What follows belongs to an exercise in optimizing a design on an open flow for a short achievable clock period and few clock cycles; a production flow would make more cautious choices. Only simulation tests tie the RTL to the original design; equivalence was not proved. Power figures rest on the tool's default switching activity, not on a simulated workload.

==> design.v <==
package mips_pkg;
    typedef logic [31:0] word_t;
    typedef struct packed {
        logic [5:0] opcode;
        logic [4:0] rs;
        logic [4:0] rt;
        logic [4:0] rd;
        logic [4:0] shamt;
        logic [5:0] funct;
    } r_fmt_t;
    typedef struct packed {
        logic [5:0]  opcode;
        logic [4:0]  rs;
        logic [4:0]  rt;
        logic [15:0] imm16;
    } i_fmt_t;
    typedef struct packed {
        logic [5:0]  opcode;
        logic [25:0] target26;
    } j_fmt_t;
    typedef union packed {
        r_fmt_t r;
        i_fmt_t i;
        j_fmt_t j;
    } instr_t;
    typedef enum logic [3:0] {
        ALU_ADD,
        ALU_SUB,
        ALU_AND,
        ALU_OR,
        ALU_XOR,
        ALU_LUI,    
        ALU_SLT,
        ALU_SLTU,
        ALU_SLL,
        ALU_SRL,
        ALU_SRA
    } alu_op_t;
    typedef enum logic [1:0] {PC_SEQ, PC_BRANCH, PC_JUMP, PC_REG} pc_sel_t;
    typedef enum logic [1:0] {WB_ALU, WB_LOAD, WB_LINK} wb_sel_t;
    typedef enum logic {MEM_BYTE, MEM_WORD} mem_size_t;
endpackage
`timescale 1ns/1ps
module mips_ks_add #(parameter int W = 32, parameter int L = 5) (
    input  logic [W-1:0] a,
    input  logic [W-1:0] b,
    input  logic         cin,
    output logic [W-1:0] sum,
    output logic         cout
);
    logic [W-1:0] p0;
    logic [W-1:0] g [L+1];
    logic [W-1:0] p [L+1];
    assign p0   = a ^ b;
    assign g[0] = (a & b) | {{(W-1){1'b0}}, p0[0] & cin};
    assign p[0] = p0;
    for (genvar l = 0; l < L; l++) begin : lvl
        localparam int D = 1 << l;
        for (genvar i = 0; i < W; i++) begin : bit_
            if (i >= D) begin : comb
                assign g[l+1][i] = g[l][i] | (p[l][i] & g[l][i-D]);
                assign p[l+1][i] = p[l][i] & p[l][i-D];
            end else begin : pass
                assign g[l+1][i] = g[l][i];
                assign p[l+1][i] = p[l][i];
            end
        end
    end
    assign sum  = p0 ^ {g[L][W-2:0], cin};
    assign cout = g[L][W-1];
endmodule
`timescale 1ns/1ps
module mips_cpu_harvard (
    input  logic        clk,
    input  logic        clk_enable,
    input  logic        reset,
    output logic        active,
    output logic [31:0] register_v0,
    input  logic [31:0] instr_readdata,
    output logic [31:0] instr_address,
    output logic        instr_read,
    output logic [3:0]  byte_enable,
    output logic [31:0] data_address,
    output logic        data_write,
    output logic        data_read,
    output logic [31:0] data_writedata,
    input  logic [31:0] data_readdata
);
    logic en;
    assign en = clk_enable;
    logic [31:0] pc_f;
    logic        halted_f;             
    logic [31:0] ir_d;
    logic        v_d, hm_d;            
    logic [31:0] rs_oh, rt_oh;         
    logic        rs0_d, rt0_d, rseqrt_d;
    logic        fe_a, fm_a, fw_a, fe_b, fm_b, fw_b;    
    logic [31:0] ras;                  
    logic        v_e, hm_e;
    logic [31:0] a_e, b_e, bn_e, bs_e, c_e, alt_e;
    logic [31:0] ac_e, bc_e;           
    logic        op_add_e, op_sub_e, op_slt_e, op_sltu_e, op_and_e, op_or_e, op_xor_e;
    logic        op_passb_e, op_sll_e, op_srl_e, op_sra_e;
    logic [4:0]  sh_e;
    logic        we_e, ld_e, st_e, sb_e, lw_e, lb_e, ctl_e, x_e, jr_e, zok_e;
    logic [4:0]  dst_e;
    logic        hm_m;
    logic [31:0] res_m, wdata_m, addr_m;
    logic [3:0]  be_m;
    logic        rd_m, wr_m, we_m, lw_m, ldsel_m;
    logic [3:0]  ls_m, lss_m;          
    logic [4:0]  dst_m;
    logic        we_w;
    logic [4:0]  dst_w;
    logic [31:0] res_w;
    logic [31:0] rf [32];
    logic [31:0] rvalid;
    logic [31:0] zb;                   
    logic [31:0] v0_q;
    logic [5:0]  op, fn;
    logic [4:0]  rs, rt, rd;
    logic [15:0] imm;
    assign op  = ir_d[31:26];
    assign rs  = ir_d[25:21];
    assign rt  = ir_d[20:16];
    assign rd  = ir_d[15:11];
    assign fn  = ir_d[5:0];
    assign imm = ir_d[15:0];
    logic special, r_alu, r_shift, is_jr, is_j, is_jal, is_beq, is_bne, is_br;
    logic i_alu, is_lui, is_ld, is_st, reg_b;
    logic uses_rs, uses_rt;
    logic d_we;
    logic [4:0] d_dst;
    always_comb begin
        special = (op == 6'h00);
        r_shift = special && (fn == 6'h00 || fn == 6'h02 || fn == 6'h03);
        r_alu   = special && (fn == 6'h00 || fn == 6'h02 || fn == 6'h03 ||
                              fn == 6'h21 || fn == 6'h23 || fn == 6'h24 ||
                              fn == 6'h25 || fn == 6'h26 || fn == 6'h2A || fn == 6'h2B);
        is_jr   = special && (fn == 6'h08);
        is_j    = (op == 6'h02);
        is_jal  = (op == 6'h03);
        is_beq  = (op == 6'h04);
        is_bne  = (op == 6'h05);
        is_br   = is_beq || is_bne;
        is_lui  = (op == 6'h0F);
        i_alu   = (op == 6'h09 || op == 6'h0A || op == 6'h0B || op == 6'h0C ||
                   op == 6'h0D || op == 6'h0E || op == 6'h0F);
        is_ld   = (op == 6'h20 || op == 6'h24 || op == 6'h23);
        is_st   = (op == 6'h28 || op == 6'h2B);
        reg_b   = r_alu || is_br;    
        uses_rs = (r_alu && !r_shift) || is_jr || is_br || (i_alu && !is_lui) || is_ld || is_st;
        uses_rt = r_alu || is_br || is_st;
        d_dst   = r_alu ? rd : (is_jal ? 5'd31 : rt);
        d_we    = (r_alu || i_alu || is_ld || is_jal) && (d_dst != 5'd0);
    end
    logic stall;
    assign stall = v_d && ld_e && ((uses_rs && fe_a) || (uses_rt && fe_b));
    logic [31:0] a, b, sum, diff, shl, shr, res_e, res_o;
    logic        slt, sltu, eq, misp, add_co, sub_co;
    assign a = a_e;
    assign b = b_e;
    mips_ks_add #(32) add_1 (.a(a), .b(b), .cin(1'b0), .sum(sum), .cout(add_co));
    mips_ks_add #(32) sub_1 (.a(a), .b(bn_e), .cin(1'b1), .sum(diff), .cout(sub_co));
    assign sltu = !sub_co;
    assign slt  = (a[31] == bn_e[31]) ? a[31] : diff[31];
    assign shl  = bs_e << sh_e;
    assign shr  = 32'($signed({op_sra_e & bs_e[31], bs_e}) >>> sh_e);
    always_comb begin
        res_o = 32'h0;
        if (op_and_e)   res_o = res_o | (a & b);
        if (op_or_e)    res_o = res_o | (a | b);
        if (op_xor_e)   res_o = res_o | (a ^ b);
        if (op_passb_e) res_o = res_o | bs_e;
        if (op_sll_e)   res_o = res_o | shl;
        if (op_srl_e || op_sra_e) res_o = res_o | shr;
        res_o = res_o | {31'h0, (op_slt_e & slt) | (op_sltu_e & sltu)};
        res_e = ({32{op_add_e}} & sum) | ({32{op_sub_e}} & diff) | res_o;
    end
    assign eq   = (ac_e == bc_e);
    assign misp = v_e && ctl_e && (eq ^ x_e);
    logic [31:0] e_tgt;
    assign e_tgt = jr_e ? ac_e : alt_e;
    logic [31:0] zk, zmaj;
    logic        z_add;
    assign zk    = ac_e ^ bc_e;
    assign zmaj  = (ac_e & bc_e) | (ac_e & zk) | (bc_e & zk);
    assign z_add = !zk[0] && (zk[31:1] == zmaj[30:0]);
    logic [31:0] ld_val, m_val;
    logic        sbit;
    always_comb begin
        ld_val[7:0]  = ({8{ls_m[0]}} & data_readdata[31:24]) | ({8{ls_m[1]}} & data_readdata[23:16]) |
                       ({8{ls_m[2]}} & data_readdata[15:8])  | ({8{ls_m[3]}} & data_readdata[7:0]);
        sbit         = (lss_m[0] & data_readdata[31]) | (lss_m[1] & data_readdata[23]) |
                       (lss_m[2] & data_readdata[15]) | (lss_m[3] & data_readdata[7]);
        ld_val[31:8] = ({24{lw_m}} & data_readdata[31:8]) | {24{sbit}};
        m_val  = ldsel_m ? ld_val : res_m;
    end
    logic [31:0] imm_b;
    logic [31:0] pc_f4, br_tgt, j_tgt, d_tgt, jr_pred;
    logic        br_co;
    assign pc_f4   = pc_f + 32'd4;
    mips_ks_add #(30) tgt_1 (.a(pc_f[31:2]), .b({{14{imm[15]}}, imm}), .cin(1'b0),
                             .sum(br_tgt[31:2]), .cout(br_co));
    assign br_tgt[1:0] = 2'b00;
    assign j_tgt   = {pc_f[31:28], ir_d[25:0], 2'b00};
    assign jr_pred = rs0_d ? 32'h0 : ras;
    always_comb begin
        if (is_jal)
            imm_b = pc_f4;
        else if (is_jr)
            imm_b = jr_pred;
        else if (is_lui)
            imm_b = {imm, 16'h0};
        else if (op == 6'h0C || op == 6'h0D || op == 6'h0E)
            imm_b = {16'h0, imm};
        else
            imm_b = {{16{imm[15]}}, imm};
    end
    logic [31:0] rf_a, rf_b, op_a, early_a, early_b, early_bi, b_next, c_next;
    logic        fb_r;
    assign fb_r = reg_b && fe_b;
    always_comb begin
        rf_a = 32'h0;
        rf_b = 32'h0;
        for (int i = 1; i < 32; i++) begin
            rf_a = rf_a | ({32{rs_oh[i] & rvalid[i]}} & rf[i]);
            rf_b = rf_b | ({32{rt_oh[i] & rvalid[i]}} & rf[i]);
        end
        if (fm_a)      early_a = m_val;
        else if (fw_a) early_a = res_w;
        else           early_a = rf_a;
        if (fm_b)      early_b = m_val;
        else if (fw_b) early_b = res_w;
        else           early_b = rf_b;
        early_bi = reg_b ? early_b : imm_b;
        op_a   = ({32{fe_a && op_add_e}} & sum) | ({32{fe_a && op_sub_e}} & diff) |
                 ({32{fe_a}} & res_o) | ({32{!fe_a}} & early_a);
        b_next = ({32{fb_r && op_add_e}} & sum) | ({32{fb_r && op_sub_e}} & diff) |
                 ({32{fb_r}} & res_o) | ({32{!fb_r}} & early_bi);
        c_next = ({32{fe_b && op_add_e}} & sum) | ({32{fe_b && op_sub_e}} & diff) |
                 ({32{fe_b}} & res_o) | ({32{!fe_b}} & early_b);
    end
    logic pred_eq, pred_tk, res_z, d_jump;
    assign pred_eq = rseqrt_d || ((|(rs_oh & zb)) && (|(rt_oh & zb)));
    assign pred_tk = pred_eq ^ is_bne;
    assign res_z   = is_br && zok_e && ((rs0_d && fe_b) || (rt0_d && fe_a));
    assign d_jump  = is_j || is_jal || is_jr || (is_br && !res_z && pred_tk);
    always_comb begin
        if (is_j || is_jal) d_tgt = j_tgt;
        else if (is_jr)     d_tgt = jr_pred;
        else                d_tgt = br_tgt;
    end
    logic f_zero, halt_now;
    assign f_zero   = (pc_f == 32'h00000000);
    assign halt_now = halted_f || f_zero;
    logic [31:0] pc_other, pc_z1, pc_z0;
    logic        zcase;
    assign zcase = v_d && res_z && !stall && !halt_now;
    always_comb begin
        if (stall || halt_now)  pc_other = pc_f;
        else if (v_d && d_jump) pc_other = d_tgt;
        else                    pc_other = pc_f4;
        pc_z1 = zcase ? (is_bne ? pc_f4 : br_tgt) : pc_other;
        pc_z0 = zcase ? (is_bne ? br_tgt : pc_f4) : pc_other;
    end
    always_ff @(posedge clk) begin
        if (reset) begin
            pc_f     <= 32'hBFC00000;
            halted_f <= 1'b0;
            v_d      <= 1'b0;
            hm_d     <= 1'b0;
        end else if (en) begin
            if (misp) begin
                pc_f <= e_tgt;
                v_d  <= 1'b0;
                hm_d <= 1'b0;
            end else begin
                pc_f <= z_add ? pc_z1 : pc_z0;
                if (!stall) begin
                    v_d  <= !halt_now;
                    hm_d <= !halted_f && f_zero;
                    if (f_zero)
                        halted_f <= 1'b1;
                end
            end
        end
    end
    logic [4:0] nrs, nrt;
    assign nrs = instr_readdata[25:21];
    assign nrt = instr_readdata[20:16];
    always_ff @(posedge clk) begin
        if (reset) begin
            rs_oh    <= 32'h0;
            rt_oh    <= 32'h0;
        end else if (en && !stall) begin
            rs_oh    <= 32'h1 << nrs;
            rt_oh    <= 32'h1 << nrt;
        end
        if (en && !stall) begin
            ir_d     <= instr_readdata;
            rs0_d    <= (nrs == 5'd0);
            rt0_d    <= (nrt == 5'd0);
            rseqrt_d <= (nrs == nrt);
        end
        if (en && !stall && v_d && is_jal)
            ras <= pc_f4;
    end
    always_ff @(posedge clk) begin
        if (reset) begin
            fe_a <= 1'b0; fm_a <= 1'b0; fw_a <= 1'b0;
            fe_b <= 1'b0; fm_b <= 1'b0; fw_b <= 1'b0;
        end else if (en) begin
            if (stall) begin
                fe_a <= 1'b0; fm_a <= fe_a; fw_a <= fm_a;
                fe_b <= 1'b0; fm_b <= fe_b; fw_b <= fm_b;
            end else begin
                fe_a <= v_d && d_we && d_dst == nrs;
                fm_a <= v_e && we_e && dst_e == nrs;
                fw_a <= we_m && dst_m == nrs;
                fe_b <= v_d && d_we && d_dst == nrt;
                fm_b <= v_e && we_e && dst_e == nrt;
                fw_b <= we_m && dst_m == nrt;
            end
        end
    end
    always_ff @(posedge clk) begin
        if (reset) begin
            v_e  <= 1'b0;
            hm_e <= 1'b0;
        end else if (en) begin
            v_e  <= v_d && !stall;
            hm_e <= hm_d && !stall;
        end
    end
    logic is_subu, zok_d;
    assign is_subu = special && fn == 6'h23;
    assign zok_d   = (special && fn == 6'h21) || op == 6'h09;
    always_ff @(posedge clk) begin
        if (reset) begin
            a_e  <= 32'h0;
            b_e  <= 32'h0;
            bn_e <= 32'h0;
            ac_e <= 32'h0;
            bc_e <= 32'h0;
            bs_e <= 32'h0;
            c_e  <= 32'h0;
        end else if (en) begin
            a_e   <= op_a;
            b_e   <= b_next;
            ac_e  <= (is_br || is_jr || zok_d) ? op_a : 32'h0;
            bc_e  <= (is_br || is_jr || zok_d) ? b_next : 32'h0;
            bn_e  <= ~b_next;
            bs_e  <= (r_shift || is_lui || is_jal) ? b_next : 32'h0;
            c_e   <= c_next;
        end
    end
    always_ff @(posedge clk) begin
        if (en) begin
            alt_e <= pred_tk ? pc_f4 : br_tgt;
            sh_e  <= ir_d[10:6];
            op_add_e   <= (special && fn == 6'h21) || op == 6'h09 || is_ld || is_st;
            op_sub_e   <= is_subu;
            op_slt_e   <= (special && fn == 6'h2A) || op == 6'h0A;
            op_sltu_e  <= (special && fn == 6'h2B) || op == 6'h0B;
            op_and_e   <= (special && fn == 6'h24) || op == 6'h0C;
            op_or_e    <= (special && fn == 6'h25) || op == 6'h0D;
            op_xor_e   <= (special && fn == 6'h26) || op == 6'h0E;
            op_passb_e <= is_lui || is_jal;
            op_sll_e   <= special && fn == 6'h00;
            op_srl_e   <= special && fn == 6'h02;
            op_sra_e   <= special && fn == 6'h03;
            zok_e <= zok_d;
            we_e  <= d_we;
            dst_e <= d_dst;
            ld_e  <= is_ld;
            st_e  <= is_st;
            sb_e  <= (op == 6'h28);
            lw_e  <= (op == 6'h23);
            lb_e  <= (op == 6'h20);
            ctl_e <= (is_br && !res_z) || is_jr;
            x_e   <= is_jr || (is_bne ^ pred_tk);
            jr_e  <= is_jr;
        end
    end
    always_ff @(posedge clk) begin
        if (reset) begin
            hm_m <= 1'b0;
            rd_m <= 1'b0;
            wr_m <= 1'b0;
            we_m <= 1'b0;
        end else if (en) begin
            hm_m <= hm_e;
            rd_m <= v_e && ld_e;
            wr_m <= v_e && st_e;
            we_m <= v_e && we_e;
        end
    end
    always_ff @(posedge clk) begin
        if (en) begin
            res_m   <= res_e;
            ldsel_m <= ld_e;
            dst_m   <= dst_e;
            lw_m    <= lw_e;
            ls_m    <= lw_e ? 4'b1000 : (4'b0001 << sum[1:0]);
            lss_m   <= lb_e ? (4'b0001 << sum[1:0]) : 4'b0000;
        end
    end
    always_ff @(posedge clk) begin
        if (reset) begin
            addr_m  <= 32'h0;
            wdata_m <= 32'h0;
            be_m    <= 4'h0;
        end else if (en) begin
            if (v_e && (ld_e || st_e))
                addr_m <= sum;
            wdata_m <= sb_e ? {4{c_e[7:0]}} : c_e;
            be_m    <= sb_e ? (4'b1000 >> sum[1:0]) : 4'b1111;
        end
    end
    always_ff @(posedge clk) begin
        if (reset)
            we_w <= 1'b0;
        else if (en)
            we_w <= we_m;
    end
    always_ff @(posedge clk) begin
        if (en) begin
            res_w <= m_val;
            dst_w <= dst_m;
        end
    end
    always_ff @(posedge clk) begin
        if (reset)
            rvalid <= 32'h0;
        else if (we_w)
            rvalid[dst_w] <= 1'b1;
    end
    always_ff @(posedge clk) begin
        if (reset)
            zb <= 32'hFFFFFFFF;
        else if (we_w)
            zb[dst_w] <= (res_w == 32'h0);
    end
    always_ff @(posedge clk) begin
        if (we_w)
            rf[dst_w] <= res_w;
    end
    logic done_e;
    assign done_e = hm_d && v_e && !ld_e && !st_e;
    always_ff @(posedge clk) begin
        if (reset)
            v0_q <= 32'h0;
        else if (en) begin
            if (done_e && we_e && dst_e == 5'd2)
                v0_q <= res_e;
            else if (we_m && dst_m == 5'd2)
                v0_q <= m_val;
        end
    end
    always_ff @(posedge clk) begin
        if (reset)
            active <= 1'b1;
        else if (en && (hm_e || done_e))
            active <= 1'b0;
    end
    assign instr_address  = pc_f;
    assign instr_read     = active;
    assign data_address   = {addr_m[31:2], 2'b00};
    assign data_read      = rd_m;
    assign data_write     = wr_m;
    assign byte_enable    = be_m;
    assign data_writedata = wdata_m;
    assign register_v0    = v0_q;
endmodule
==> flow/run.sh <==
#!/bin/bash
# The standard layout (standard.sh, unchanged synthesis) with two changes:
# - timing repair aims at a period of about 3.4 ns instead of the 2 ns margin
#   under the 11 ns clock (the constraints in constraint.sdc are not touched);
# - every port still gets its buffer, but a buf_4 rather than the smallest
#   delay-cell buffer that buffer_ports picks by default.
set -euo pipefail
bash standard.sh SETUP_SLACK_MARGIN=7.6 "BUFFER_PORTS_ARGS=-buffer_cell sky130_fd_sc_hd__buf_4" finish > standard_flow.log 2>&1
==> standard.sh <==
#!/bin/bash
# synth_recipe.tcl (not shown) runs the flow's synth.tcl, then flattens the netlist and writes it again
# the make line also repeats each setting of config.mk as NAME=value (left out here)
make -C /OpenROAD-flow-scripts/flow DESIGN_CONFIG=/design/flow/config.mk WORK_HOME=/design/flow/orfs CLKGATE_MAP_FILE= SYNTH_SCRIPT=/design/flow/synth_recipe.tcl "${@:-finish}"
==> config.mk <==
export PLATFORM = sky130hd
export DESIGN_NAME = mips_cpu_harvard
export DESIGN_NICKNAME = mips_cpu_harvard
export VERILOG_FILES = /design/flow/design.v
export SDC_FILE = /design/flow/constraint.sdc
export NUM_CORES = 4
export LEC_CHECK = 0
export ABC_CLOCK_PERIOD_IN_PS = 3000
export CAP_MARGIN = 20
export CORE_MARGIN = 2
export CORE_UTILIZATION = 45
export SLEW_MARGIN = 20
==> constraint.sdc <==
create_clock -name core_clock -period 11.0 [get_ports {clk}]
set_input_delay 2.2000 -clock core_clock [delete_from_list [all_inputs] [get_ports {clk}]]
set_output_delay 2.2000 -clock core_clock [all_outputs]
set_load 0.01 [all_outputs]
==> results of run 1 <==
==> power by group <==
group          switching [mW]  leakage [nW]  internal (mW)
registers               0.152          15.1           7.02
clock network            2.84          2.94           3.51
logic                    1.24          18.0          0.675
==> cell families (layout without fill, tap and decap cells) <==
kind of cell    Yosys count  in the layout  synth area share [%]
compound gates         2586           2589                  22.3
xor+xnor                163            163                  1.68
fa+ha+maj               165            165                  2.46
buf+inv                 884           1385                  4.06
flops                  1703           1703                  54.4
mux                     269            269                  4.23
other cells               1             20               0.00442
simple gates           1965           1970                  10.8
==> through the flow <==
step	worst slack [ns]	area (um2)	hold slack, ns	util [%]	std cells
finish	7.33	105000	0.460	55.9	10800
global route	7.32	105000	0.477	55.8	10700
CTS	7.39	101000	0.457	54.0	10600
detailed placement	5.56	89600	0.448	47.8	10000
global placement	5.64	89600	0.443	47.8	10000
floorplan	7.11	85400	0.424	-	7737
==> tightest hold or removal path, cell delays in order, from the launching register on <==
cell                      delay [ns]
sky130_fd_sc_hd__dfxtp_2        0.32
sky130_fd_sc_hd__nand2_1        0.05
sky130_fd_sc_hd__a21oi_1        0.05
==> synthesized netlist by cell type (46+ instances only) <==
cell type                  instances  area (um2)
sky130_fd_sc_hd__a211oi_1        145        1090
sky130_fd_sc_hd__a21o_1           46         345
sky130_fd_sc_hd__a21oi_1         484        2420
sky130_fd_sc_hd__a221oi_1        364        3190
sky130_fd_sc_hd__a22o_1          360        3150
sky130_fd_sc_hd__a22oi_1         406        3050
sky130_fd_sc_hd__and2_1           88         551
sky130_fd_sc_hd__buf_1            76         285
sky130_fd_sc_hd__clkbuf_1        522        1960
sky130_fd_sc_hd__dfxtp_1         497        9950
sky130_fd_sc_hd__edfxtp_1       1206       36200
sky130_fd_sc_hd__ha_1            162        2030
sky130_fd_sc_hd__inv_1           232         871
sky130_fd_sc_hd__mux2i_1         158        1580
sky130_fd_sc_hd__mux4_2           67        1510
sky130_fd_sc_hd__nand2_1         468        1760
sky130_fd_sc_hd__nand3_1         141         706
sky130_fd_sc_hd__nand4_1         187        1170
sky130_fd_sc_hd__nor2_1          689        2590
sky130_fd_sc_hd__nor3_1          140         701
sky130_fd_sc_hd__nor4_1           51         319
sky130_fd_sc_hd__o211ai_1         65         488
sky130_fd_sc_hd__o21ai_0         243        1220
sky130_fd_sc_hd__o32ai_1          72         631
sky130_fd_sc_hd__xnor2_1          77         674
sky130_fd_sc_hd__xor2_1           86         753
==> repair_timing <==
item | in CTS | in global routing
pin swaps | 110 | 159
hold buffers | 0 | 0
setup endpoints to repair | 677 | 551
gates resized for setup | 903 | 445
setup buffers | 205 | 145
hold endpoints to repair | 0 | 0
cloned | 13 | 12
==> cell type report <==
type / instances / area share (%)
Antenna cell: 18 / 0.0430
Clock buffer: 235 / 4.65
Clock inverter: 101 / 1.17
Inverter: 238 / 0.874
Multi-Input combinational cell: 5158 / 38.3
Sequential cell: 1703 / 44.5
Tap cell: 2495 / 2.98
Timing Repair Buffer: 809 / 7.53
Timing Repair inverter: 2 / 0.0143
==> routing by layer <==
layer,up-vias,wire length (um),global-route usage [%],part of all wire (%)
li1,31000,-,-,-
met1,39200,145000,52.1,32
met2,8766,183000,63.4,41
met3,2741,73100,18.6,16
met4,17,49400,36.4,11
met5,-,177,0.248,0.039
==> final timing paths <==
| check | to | cells after the start | startpoint |
|---|---|---|---|
| setup / recovery | b_e[20]$_SDFFE_PP0P_ | 12 | rt_oh[3]$_SDFFE_PP0P_ |
| hold / removal | addr_m[25]$_SDFFE_PP0P_ | 2 | addr_m[25]$_SDFFE_PP0P_ |
| setup reg to reg | b_e[20]$_SDFFE_PP0P_ | 12 | rt_oh[3]$_SDFFE_PP0P_ |
| hold reg to reg | addr_m[25]$_SDFFE_PP0P_ | 2 | addr_m[25]$_SDFFE_PP0P_ |
==> impl_metrics.py, run 1 <==
metrics = {
    "hold_path": {
        "min_path_type": "reg -> reg",
    },
    "finish": {
        "mostFrequentLayoutCells": "1206 x sky130_fd_sc_hd__edfxtp_1, 627 x sky130_fd_sc_hd__nor2_1, 508 x sky130_fd_sc_hd__buf_4",
        "finalNetCount": 8324,
        "register_area_um2": 46600,
        "fillCellCount": 15700,
        "layout-drive-gt1-share_pct": 25.4,
        "layout.cells.most_common": "sky130_fd_sc_hd__edfxtp_1",
        "largest_reg_flops": 992,
        "footprint_of_the_multi_input_gates_um2": 40000,
        "largest-register": "rf",
        "area_growth_syn_to_layout_pct": 23.4,
    },
    "die": {
        "die-height_um": 438,
        "io-pin-count": 203,
        "die_area_um2": 192000,
        "initial_utilization_pct": 45.2,
        "horizontal_extent_of_the_die_um": 438,
        "floorplan.rows": 159,
        "placeableCoreArea_um2": 187000,
    },
    "sta": {
        "clock-skew-final_ns": 0.0961,
        "finalWorstPathRequiredPeriod_ns": 3.67,
        "hold_violations": 0,
        "finalMaxSlewViolations": 0,
        "finalSetupViolCount": 0,
        "final_min_period_over_clock_period_pct": 33.4,
        "worst_slew_margin_rel_pct": 20.0,
        "finalSetupTns_ns": 0,
        "worst-slew-pin-transition_ns": 1.20,
        "fmax_mhz": 272,
        "grt_setup_unrepaired": "true",
    },
    "global_route": {
        "grt_pass1_wl_um": 598000,
        "global_route.overflow_total": 0,
        "antenna_found_initial": 21,
        "grt_pass1_vias": 74600,
        "track_usage_pct": 44.4,
        "maximum_number_of_pins_on_one_net_before_global_route_repair": 177,
    },
    "clocking": {
        "cts_tree": "built",
        "cts.sinks": 1703,
        "clock_latency_ns": 0.91,
        "clock_path_buffers": 3,
        "clkTransAtPathRegs_ns": 0.07,
        "numCtsBuffers": 180,
        "cts-htree-levels": 4,
        "cts-root-buf": "sky130_fd_sc_hd__clkbuf_16",
    },
    "critical_path": {
        "timing.critical_path.fanout_max": 24,
        "worstPathArrival_ns": 4.41,
        "timing.critical_path.cells": "and2_4 > buf_8 > a22o_1 > a221oi_1 > nand4_1 > o32ai_4 > nor2_1 > a211oi_4 > a21oi_4 > buf_12 > a21oi_4 > a211oi_2",
        "critical-path-slowest-cell": "sky130_fd_sc_hd__o32ai_4",
        "cp_common_cell": "sky130_fd_sc_hd__a21oi_4",
        "crit_path_category": "reg -> reg",
        "critical-path-top-delay-family": "compound AO/OA/AOI/OAI gates",
        "rrSetupSlack_ns": 7.33,
        "worstPathRequired_ns": 11.74,
        "crit_buf_inv": 2,
        "timing.critical_path.from_type": "flip-flop",
        "cp_slowest_stage_delay_ns": 0.54,
        "crit_path_end_kind": "flip-flop",
    },
    "run_status": {
        "run_status": "complete, no violations",
    },
    "drt": {
        "route.antenna.remaining_nets": 0,
        "drtIter0Drc": 16800,
        "vias": 81800,
        "detail_route.vias_per_cell": 7.60,
        "detail_route.first_pass.iterations": 14,
        "route.detailed.wl_per_inst_um": 41.9,
        "remaining_drcs": 0,
        "routed_wirelength_um": 451000,
    },
    "synth": {
        "number_of_library_cell_types_mapped_by_synthesis": 103,
        "per_instance_average_area_after_synthesis_um2": 11.0,
        "synth_enable_flop_cells": 1206,
        "yosysSeqAreaShare_pct": 54.4,
        "postSynthRegisterBits": 1703,
        "ys_dominant_reg_cell": "sky130_fd_sc_hd__edfxtp_1",
        "postSynthCellCount": 7736,
        "yosysWarningCount": 7,
        "syn-cell-area_um2": 84800,
        "synthArstFlopShare_pct": 0,
    },
    "power_and_ir_drop": {
        "p_total_mw": 15.4,
        "p_per_area_nw_per_um2": 148,
        "worst_ir_drop_vdd_v": 0.000129,
        "power_leakage_nw": 36.0,
    },
    "place": {
        "detailedPlacementHpwl_um": 269000,
        "io_buffers": 200,
        "gp_routability_congestion": 1.09,
    },
    "job": {
        "maxCapViolations": 0,
    },
}
Testbench counts, summed over its fixed seeds: cycles 32,836.
==> inputs of run 2 (changes only) <==
--- a/config.mk
+++ b/config.mk
@@ -8,5 +8,5 @@
 export ABC_CLOCK_PERIOD_IN_PS = 3000
 export CAP_MARGIN = 20
 export CORE_MARGIN = 2
-export CORE_UTILIZATION = 45
+export CORE_UTILIZATION = 38
 export SLEW_MARGIN = 20
==> impl_metrics.py, run 2 <==
metrics = {
    "clocking": {
        "clock_latency_ns": 0.93,
        "cts-root-buf": "sky130_fd_sc_hd__clkbuf_16",
        "cts_tree": "built",
        "cts.sinks": 1703,
        "clkTransAtPathRegs_ns": 0.06,
        "cts-htree-levels": 4,
        "clock_path_buffers": 3,
        "numCtsBuffers": 181,
    },
    "critical_path": {
        "timing.critical_path.from_type": "flip-flop",
        "critical-path-slowest-cell": "sky130_fd_sc_hd__dfxtp_4",
        "worstPathRequired_ns": 8.80,
        "crit_path_category": "reg -> out",
        "cp-endpoint": "register_v0[24]",
        "cp-startpoint": "v0_q[24]$_SDFFE_PP0P_",
        "timing.critical_path.cells": "buf_6",
        "r2r.worst_path.cells": 12,
        "path_depth": 1,
        "crit_buf_inv": 1,
        "timing.critical_path.fanout_max": 2,
        "worst_r2r_endpoint": "ac_e[0]$_SDFFE_PP0P_",
        "worstPathArrival_ns": 1.49,
        "rrSetupSlack_ns": 7.35,
        "cp_slowest_stage_delay_ns": 0.44,
        "reg_to_reg_start": "rs_oh[29]$_SDFFE_PP0P_",
        "crit_path_end_kind": "output port",
        "critical-path-top-delay-family": "flip-flops",
    },
    "synth": {
        "netlist_top_cells_count": "1206 x sky130_fd_sc_hd__edfxtp_1, 689 x sky130_fd_sc_hd__nor2_1, 522 x sky130_fd_sc_hd__clkbuf_1, 497 x sky130_fd_sc_hd__dfxtp_1, 484 x sky130_fd_sc_hd__a21oi_1",
        "synth_compound_gate_area_share_pct": 22.3,
        "synth.top_cells.by_area": "sky130_fd_sc_hd__edfxtp_1 43%, sky130_fd_sc_hd__dfxtp_1 12%, sky130_fd_sc_hd__a221oi_1 3.8%, sky130_fd_sc_hd__a22o_1 3.7%, sky130_fd_sc_hd__a22oi_1 3.6%",
        "postSynthRegisterBits": 1703,
        "per_instance_average_area_after_synthesis_um2": 11.0,
        "synth_simple_gate_area_share_pct": 10.8,
        "yosys-mux-area-fraction_pct": 4.23,
        "most_frequent_cell_after_synthesis": "sky130_fd_sc_hd__edfxtp_1",
        "syn-cell-area_um2": 84800,
        "synth-xor-area-share_pct": 1.68,
        "synth_top_cell_area_share_pct": 42.7,
        "yosysSeqAreaShare_pct": 54.4,
        "synth_top_area_cell": "sky130_fd_sc_hd__edfxtp_1",
        "postSynthCellCount": 7736,
        "number_of_library_cell_types_mapped_by_synthesis": 103,
        "synthArstFlopShare_pct": 0,
        "synth_enable_flop_cells": 1206,
        "main_combinational_cell_family_by_area_after_synthesis": "compound AO/OA/AOI/OAI gates",
        "yosysWarningCount": 7,
        "ys_dominant_reg_cell": "sky130_fd_sc_hd__edfxtp_1",
        "yosys.area_share.adder_pct": 2.46,
    },
    "global_route": {
        "grt_pass1_vias": 74400,
        "global_route.overflow_total": 0,
        "grt_pass1_wl_um": 615000,
        "track_usage_pct": 38.5,
        "maximum_number_of_pins_on_one_net_before_global_route_repair": 116,
        "antenna_found_initial": 17,
    },
    "sta": {
        "finalSetupTns_ns": 0,
        "finalWorstPathRequiredPeriod_ns": 3.69,
        "finalSetupViolCount": 0,
        "finalMaxSlewViolations": 0,
        "clock-skew-final_ns": 0.0893,
        "worst-slew-pin-transition_ns": 1.20,
        "final_min_period_over_clock_period_pct": 33.6,
        "grt_setup_unrepaired": "true",
        "hold_violations": 0,
        "finalHoldWorstSlack_ns": 0.460,
        "fmax_mhz": 271,
        "worst_slew_margin_rel_pct": 19.8,
    },
    "die": {
        "floorplan.rows": 173,
        "io-pin-count": 203,
        "horizontal_extent_of_the_die_um": 476,
        "placeableCoreArea_um2": 222000,
        "die_area_um2": 227000,
        "die-height_um": 476,
        "initial_utilization_pct": 38.2,
    },
    "finish": {
        "design_area_um2": 106000,
        "area_growth_syn_to_layout_pct": 24.5,
        "largest-register": "rf",
        "register_area_um2": 46600,
        "largest_reg_flops": 992,
        "footprint_of_the_multi_input_gates_um2": 39900,
        "finalNetCount": 8328,
        "final_core_util_pct": 47.5,
        "layout.cells.most_common": "sky130_fd_sc_hd__edfxtp_1",
        "mostFrequentLayoutCells": "1206 x sky130_fd_sc_hd__edfxtp_1, 634 x sky130_fd_sc_hd__nor2_1, 500 x sky130_fd_sc_hd__buf_4",
        "fillCellCount": 20000,
        "layout-drive-gt1-share_pct": 25.6,
    },
    "drt": {
        "route.antenna.remaining_nets": 0,
        "detail_route.vias_per_cell": 7.24,
        "drtIter0Drc": 16800,
        "vias": 81400,
        "routed_wirelength_um": 462000,
        "remaining_drcs": 0,
        "detail_route.first_pass.iterations": 10,
        "route.detailed.wl_per_inst_um": 41.1,
    },
    "power_and_ir_drop": {
        "worst_ir_drop_vdd_v": 0.000127,
        "p_per_area_nw_per_um2": 148,
        "power_leakage_nw": 36.2,
    },
    "place": {
        "placedInstanceArea_um2": 90300,
        "detailedPlacementHpwl_um": 278000,
        "gp_routability_congestion": 1.04,
        "io_buffers": 200,
    },
    "hold_path": {
        "timing.hold.worst_path_depth": 2,
        "min_path_type": "reg -> reg",
    },
    "job": {
        "maxCapViolations": 0,
    },
    "run_status": {
        "run_status": "complete, no violations",
    },
}
==> run 2: cell types whose count changed in the layout (fill, tap and decap cells not counted), moves of 9 or more <==
cell                      previous run  this run
sky130_fd_sc_hd__buf_12             31        41
sky130_fd_sc_hd__dfxtp_2           130       119
sky130_fd_sc_hd__ha_1              121       105
sky130_fd_sc_hd__o32ai_2            13        22
sky130_fd_sc_hd__o21ai_1            51        62
sky130_fd_sc_hd__o32ai_4            31        18
sky130_fd_sc_hd__ha_2               18        27
==> run 2: final cells by class <==
| class | count | area share [%] |
|---|---|---|
| sequential | 1703 | 44.1 |
| multi-input combinational | 5155 | 37.8 |
| timing repair buffer | 815 | 7.68 |
| clock buffer | 228 | 4.62 |
| tap | 2975 | 3.53 |
| clock inverter | 112 | 1.32 |
| inverter | 238 | 0.892 |
| antenna | 11 | 0.0261 |
| timing repair inverter | 2 | 0.0142 |
==> run 2: worst min-delay path by stage <==
stage / startpoint / end / slack, ns
global placement: addr_m[27]$_SDFFE_PP0P_ / addr_m[27]$_SDFFE_PP0P_ / 0.44
global route: addr_m[29]$_SDFFE_PP0P_ / addr_m[29]$_SDFFE_PP0P_ / 0.47
floorplan: c_e[13]$_SDFFE_PP0P_ / c_e[13]$_SDFFE_PP0P_ / 0.42
CTS: addr_m[24]$_SDFFE_PP0P_ / addr_m[24]$_SDFFE_PP0P_ / 0.46
detailed placement: addr_m[6]$_SDFFE_PP0P_ / addr_m[6]$_SDFFE_PP0P_ / 0.45
finish: addr_m[3]$_SDFFE_PP0P_ / addr_m[3]$_SDFFE_PP0P_ / 0.46
==> run 2: cell families (layout without fill, tap and decap cells) <==
family	after synthesis	count (layout)
flip-flops	1703	1703
adder cells (fa/ha/maj)	165	165
AND/OR/NAND/NOR	1965	1970
XOR/XNOR	163	163
other	1	13
buffers and inverters	884	1395
AO/OA/AOI/OAI	2586	2586
multiplexers	269	269
==> run 2: worst register-to-register path: stages (launching register included) <==
cell and delay (ns):
sky130_fd_sc_hd__dfxtp_1 0.35, sky130_fd_sc_hd__and2_2 0.20, sky130_fd_sc_hd__buf_4 0.32, sky130_fd_sc_hd__buf_4 0.40, sky130_fd_sc_hd__a22o_1 0.30, sky130_fd_sc_hd__a221oi_1 0.25
sky130_fd_sc_hd__nand4_1 0.18, sky130_fd_sc_hd__o32ai_2 0.28, sky130_fd_sc_hd__nor2_1 0.11, sky130_fd_sc_hd__a21oi_2 0.46, sky130_fd_sc_hd__nor2_1 0.20, sky130_fd_sc_hd__a21oi_4 0.35
sky130_fd_sc_hd__o22ai_1 0.13
==> run 2: report_power, final <==
group	leakage, nW	switching (mW)	internal (mW)
clock	3.05	2.87	3.70
combinational	18.0	1.24	0.681
sequential	15.1	0.147	7.02
total	36.2	4.25	11.4
==> run 2: per-stage QoR <==
step	setup slack (ns)	power, mW	std cells
final	7.31	15.7	11200
after global routing	7.28	15.9	11200
after CTS	7.34	15.3	11100
after detailed placement	5.49	8.68	10500
after global placement	5.55	8.67	10500
after floorplan	7.11	8.04	7737
==> run 2: routing by layer <==
metal | part of all wire, % | wire length [um] | GRT usage (%) | vias to the layer above
li1 | - | - | - | 31100
met1 | 32 | 149000 | 44.6 | 39300
met2 | 41 | 188000 | 55.0 | 8426
met3 | 16 | 72400 | 15.9 | 2664
met4 | 11 | 52500 | 32.5 | 14
met5 | 0.044 | 202 | 0.819 | -
==> run 2: what timing repair did <==
action,CTS,global route
buffers inserted,202,145
pin swaps,99,191
hold buffers,0,0
endpoints found under the setup margin,649,477
gates resized for setup,863,488
gates cloned,14,7
==> inputs of run 3 (changes only) <==
--- a/design.v
+++ b/design.v
@@ -93,6 +93,7 @@
     logic [31:0] ir_d;
     logic        v_d, hm_d;            
     logic [31:0] rs_oh, rt_oh;         
+    logic [31:0] rs_ohv, rt_ohv;       
     logic        rs0_d, rt0_d, rseqrt_d;
     logic        fe_a, fm_a, fw_a, fe_b, fm_b, fw_b;    
     logic [31:0] ras;                  
@@ -224,8 +225,8 @@
         rf_a = 32'h0;
         rf_b = 32'h0;
         for (int i = 1; i < 32; i++) begin
-            rf_a = rf_a | ({32{rs_oh[i] & rvalid[i]}} & rf[i]);
-            rf_b = rf_b | ({32{rt_oh[i] & rvalid[i]}} & rf[i]);
+            rf_a = rf_a | ({32{rs_ohv[i]}} & rf[i]);
+            rf_b = rf_b | ({32{rt_ohv[i]}} & rf[i]);
         end
         if (fm_a)      early_a = m_val;
         else if (fw_a) early_a = res_w;
@@ -286,17 +287,25 @@
             end
         end
     end
-    logic [4:0] nrs, nrt;
+    logic [4:0]  nrs, nrt;
+    logic [31:0] rvalid_nx;
+    assign rvalid_nx = rvalid | (we_w ? (32'h1 << dst_w) : 32'h0);
     assign nrs = instr_readdata[25:21];
     assign nrt = instr_readdata[20:16];
     always_ff @(posedge clk) begin
         if (reset) begin
             rs_oh    <= 32'h0;
             rt_oh    <= 32'h0;
+            rs_ohv   <= 32'h0;
+            rt_ohv   <= 32'h0;
         end else if (en && !stall) begin
             rs_oh    <= 32'h1 << nrs;
             rt_oh    <= 32'h1 << nrt;
         end
+        if (!reset && en) begin
+            rs_ohv <= (stall ? rs_oh : (32'h1 << nrs)) & rvalid_nx;
+            rt_ohv <= (stall ? rt_oh : (32'h1 << nrt)) & rvalid_nx;
+        end
         if (en && !stall) begin
             ir_d     <= instr_readdata;
             rs0_d    <= (nrs == 5'd0);
--- a/config.mk
+++ b/config.mk
@@ -8,5 +8,5 @@
 export ABC_CLOCK_PERIOD_IN_PS = 3000
 export CAP_MARGIN = 20
 export CORE_MARGIN = 2
-export CORE_UTILIZATION = 38
+export CORE_UTILIZATION = 40
 export SLEW_MARGIN = 20
==> impl_metrics.py, run 3 <==
metrics = {
    "sta": {
        "finalWorstSetupSlack_ns": 7.30,
        "fmax_mhz": 270,
        "finalWorstPathRequiredPeriod_ns": 3.70,
        "hold_violations": 0,
        "finalSetupTns_ns": 0,
        "finalSetupViolCount": 0,
        "final_min_period_over_clock_period_pct": 33.6,
        "grt_setup_unrepaired": "true",
        "worst-slew-pin-transition_ns": 1.21,
        "worst_slew_margin_rel_pct": 19.3,
        "finalMaxSlewViolations": 0,
        "clock-skew-final_ns": 0.0796,
    },
    "finish": {
        "fillCellCount": 19100,
        "stdcell_count": 11400,
        "area_growth_syn_to_layout_pct": 23.4,
        "layout.cells.most_common": "sky130_fd_sc_hd__edfxtp_1",
        "layout-drive-gt1-share_pct": 23.6,
        "finalNetCount": 8610,
        "largest_reg_flops": 992,
        "largest-register": "rf",
        "mostFrequentLayoutCells": "1268 x sky130_fd_sc_hd__edfxtp_1, 569 x sky130_fd_sc_hd__nor2_1, 554 x sky130_fd_sc_hd__buf_4",
    },
    "power_and_ir_drop": {
        "p_per_area_nw_per_um2": 153,
        "netSwitchingPower_mw": 4.76,
        "switching_share_pct": 28.8,
        "p_comb_share_pct": 15.7,
        "worst_ir_drop_vdd_v": 0.000135,
        "power_frac_seq_pct": 45.0,
        "power_leakage_nw": 36.9,
        "p_total_mw": 16.6,
        "part_of_the_power_in_the_clock_network_pct": 39.3,
        "p_int_mw": 11.8,
    },
    "synth": {
        "synth_enable_flop_cells": 1268,
        "per_instance_average_area_after_synthesis_um2": 11.0,
        "synth_top_area_cell": "sky130_fd_sc_hd__edfxtp_1",
        "postSynthCellCount": 7945,
        "synth.top_cells.by_area": "sky130_fd_sc_hd__edfxtp_1 43%, sky130_fd_sc_hd__dfxtp_1 11%, sky130_fd_sc_hd__a22o_1 3.8%, sky130_fd_sc_hd__a22oi_1 3.5%, sky130_fd_sc_hd__a221oi_1 3.4%",
        "yosysSeqAreaShare_pct": 54.9,
        "netlist_top_cells_count": "1268 x sky130_fd_sc_hd__edfxtp_1, 631 x sky130_fd_sc_hd__nor2_1, 566 x sky130_fd_sc_hd__a21oi_1, 524 x sky130_fd_sc_hd__clkbuf_1, 501 x sky130_fd_sc_hd__nand2_1",
        "synth_top_cell_area_share_pct": 43.5,
        "yosysWarningCount": 7,
        "ys_dominant_reg_cell": "sky130_fd_sc_hd__edfxtp_1",
        "synthArstFlopShare_pct": 0,
        "postSynthRegisterBits": 1765,
        "syn-cell-area_um2": 87500,
        "most_frequent_cell_after_synthesis": "sky130_fd_sc_hd__edfxtp_1",
        "number_of_library_cell_types_mapped_by_synthesis": 102,
    },
    "global_route": {
        "antenna_found_initial": 27,
        "global_route.overflow_total": 0,
        "track_usage_pct": 39.3,
        "maximum_number_of_pins_on_one_net_before_global_route_repair": 104,
        "grt_pass1_vias": 76900,
        "grt_pass1_wl_um": 616000,
    },
    "clocking": {
        "cts.sinks": 1765,
        "cts_tree": "built",
        "clock_latency_ns": 0.88,
        "cts-hold-fix-buffers": 0,
        "numCtsBuffers": 184,
        "cts-htree-levels": 4,
        "clock_path_buffers": 3,
        "clkTransAtPathRegs_ns": 0.07,
        "cts-root-buf": "sky130_fd_sc_hd__clkbuf_16",
    },
    "job": {
        "maxCapViolations": 0,
    },
    "drt": {
        "remaining_drcs": 0,
        "drtIter0Drc": 17200,
        "route.detailed.wl_per_inst_um": 40.5,
        "routed_wirelength_um": 461000,
        "detail_route.first_pass.iterations": 12,
        "vias": 83600,
        "route.antenna.remaining_nets": 0,
        "detail_route.vias_per_cell": 7.34,
    },
    "die": {
        "floorplan.rows": 171,
        "die-height_um": 472,
        "io-pin-count": 203,
        "initial_utilization_pct": 40.3,
        "horizontal_extent_of_the_die_um": 472,
        "die_area_um2": 223000,
        "placeableCoreArea_um2": 217000,
    },
    "critical_path": {
        "worstPathRequired_ns": 11.70,
        "timing.critical_path.cells": "buf_4 > buf_4 > a22o_1 > a221oi_1 > nand3_1 > o32ai_1 > o211ai_1 > o21a_4 > mux2_4 > nor2_4 > a211oi_1",
        "cp_slowest_stage_delay_ns": 0.72,
        "crit_path_category": "reg -> reg",
        "timing.critical_path.from_type": "flip-flop",
        "crit_path_end_kind": "flip-flop",
        "worstPathArrival_ns": 4.40,
        "timing.critical_path.fanout_max": 18,
        "critical-path-slowest-cell": "sky130_fd_sc_hd__o32ai_1",
        "cp_common_cell": "sky130_fd_sc_hd__buf_4",
    },
    "run_status": {
        "run_status": "complete, no violations",
    },
    "place": {
        "io_buffers": 200,
        "pre_cts_slack_ns": 5.51,
        "placed_cells_incl_taps": 10700,
        "detailedPlacementHpwl_um": 282000,
        "gp_routability_congestion": 1.05,
    },
    "hold_path": {
        "min_path_type": "reg -> reg",
    },
}
[run 3: worst max-delay path, delay by kind of cell, from the launching register on]
family / cells / cell delay (ns)
mux: 1 / 0.33
buf+inv: 2 / 0.69
compound gates: 6 / 1.77
flops: 1 / 0.36
simple gates: 2 / 0.31
[run 3: power by group through the flow]
stage          combinational, mW  clock, mW  sequential (mW)
5_1_grt                     2.62       6.73             7.46
3_5_place_dp                1.94          0             7.64
2_1_floorplan               1.06          0             7.58
4_1_cts                     2.25       6.47             7.47
3_3_place_gp                1.93          0             7.63
6_report                    2.60       6.51             7.46
[run 3: worst paths after layout]
kind	cells past startpoint	end	slack (ns)	startpoint
worst max-delay path	11	b_e[12]$_SDFFE_PP0P_	7.30	rt_ohv[22]$_SDFFCE_PN0P_
worst max register to register	11	b_e[12]$_SDFFE_PP0P_	7.30	rt_ohv[22]$_SDFFCE_PN0P_
worst min-delay path	2	rvalid[18]$_SDFFE_PP0P_	0.45	rvalid[18]$_SDFFE_PP0P_
worst min register to register	2	rvalid[18]$_SDFFE_PP0P_	0.45	rvalid[18]$_SDFFE_PP0P_
[run 3: kinds of logic after synthesis]
kind of cell    after synthesis  share of synthesized area [%]
mux                         271                           4.26
simple gates               1962                           10.5
fa+ha+maj                   167                           2.41
other cells                   1                        0.00428
flops                      1765                           54.9
compound gates             2749                           22.6
buf+inv                     877                           3.89
xor+xnor                    153                           1.53
[run 3: per-layer routing]
layer / global-route usage, % / routed length [um] / part of all wire, % / up-vias
li1: - / - / - / 32100
met1: 47.8 / 155000 / 33 / 40300
met2: 56.2 / 186000 / 40 / 8558
met3: 16.1 / 75900 / 16 / 2570
met4: 27.9 / 45000 / 9.8 / 30
met5: 0 / 284 / 0.062 / -
[run 3: area by class of cell]
cell class                      count  area, um2  area share, %
Sequential cell                  1765      48500           44.9
Multi-Input combinational cell   5309      40300           37.3
Timing Repair Buffer              860       8520           7.88
Clock buffer                      247       5170           4.79
Tap cell                         2854       3570           3.30
Clock inverter                     96       1040          0.959
Inverter                          255        988          0.915
Antenna cell                        8       20.0         0.0185
Timing Repair inverter              1       5.00        0.00463
[run 3: repair_timing]
action / 4_1_cts / 5_1_grt
gates resized for setup: 870 / 435
buffers inserted: 211 / 132
pin swaps: 103 / 165
setup endpoints to repair: 861 / 517
cloned: 17 / 11
[run 3: per-stage QoR]
stage               instance area [um2]  hold slack, ns  utilization, %
global route                     108000           0.464            49.7
floorplan                         87800           0.422               -
global placement                  93000           0.432            42.8
finish                           108000           0.452            49.7
detailed placement                93100           0.439            42.8
CTS                              105000           0.448            48.2
Testbench counts of run 3, summed over its fixed seeds: cycles 32,836.

==> static timing again, ports no longer ideal <==
In the flow no input, the clock included, has a driving cell. The finished layouts below were timed again as built, in two steps.
Step 1 (the two cells are an assumption about what drives the block):
set clk [get_ports {clk}]
set_driving_cell -lib_cell sky130_fd_sc_hd__clkbuf_16 $clk
set_driving_cell -lib_cell sky130_fd_sc_hd__buf_2 [delete_from_list [all_inputs] $clk]
Step 2 moves the port delays by t, midway between the first and last clock arrival at a register: inputs arrive t later, outputs are due t later. That takes back most of the time a late clock gives input paths.
Three values: ideal ports, drivers, drivers and shift; two values: the first two.
| run | shift t [ns] | slack for setup (ns) | hold slack, ns | slew at the worst register clock pin (ns) |
|---|---|---|---|---|
| run 1 | 0.952 | 7.329 / 7.217 / 6.266 | 0.460 / 0.460 / 0.460 | 0.07 / 0.07 |
| run 2 | 0.979 | 7.306 / 7.211 / 6.459 | 0.460 / 0.460 / 0.460 | 0.07 / 0.07 |
| run 3 | 0.945 | 7.299 / 7.263 / 6.459 | 0.452 / 0.452 / 0.452 | 0.07 / 0.07 |
After both steps every run listed still meets setup and hold. For run 1, which loses most, drivers alone change the setup slack by -0.112 ns; drivers and shift together by -1.063 ns.
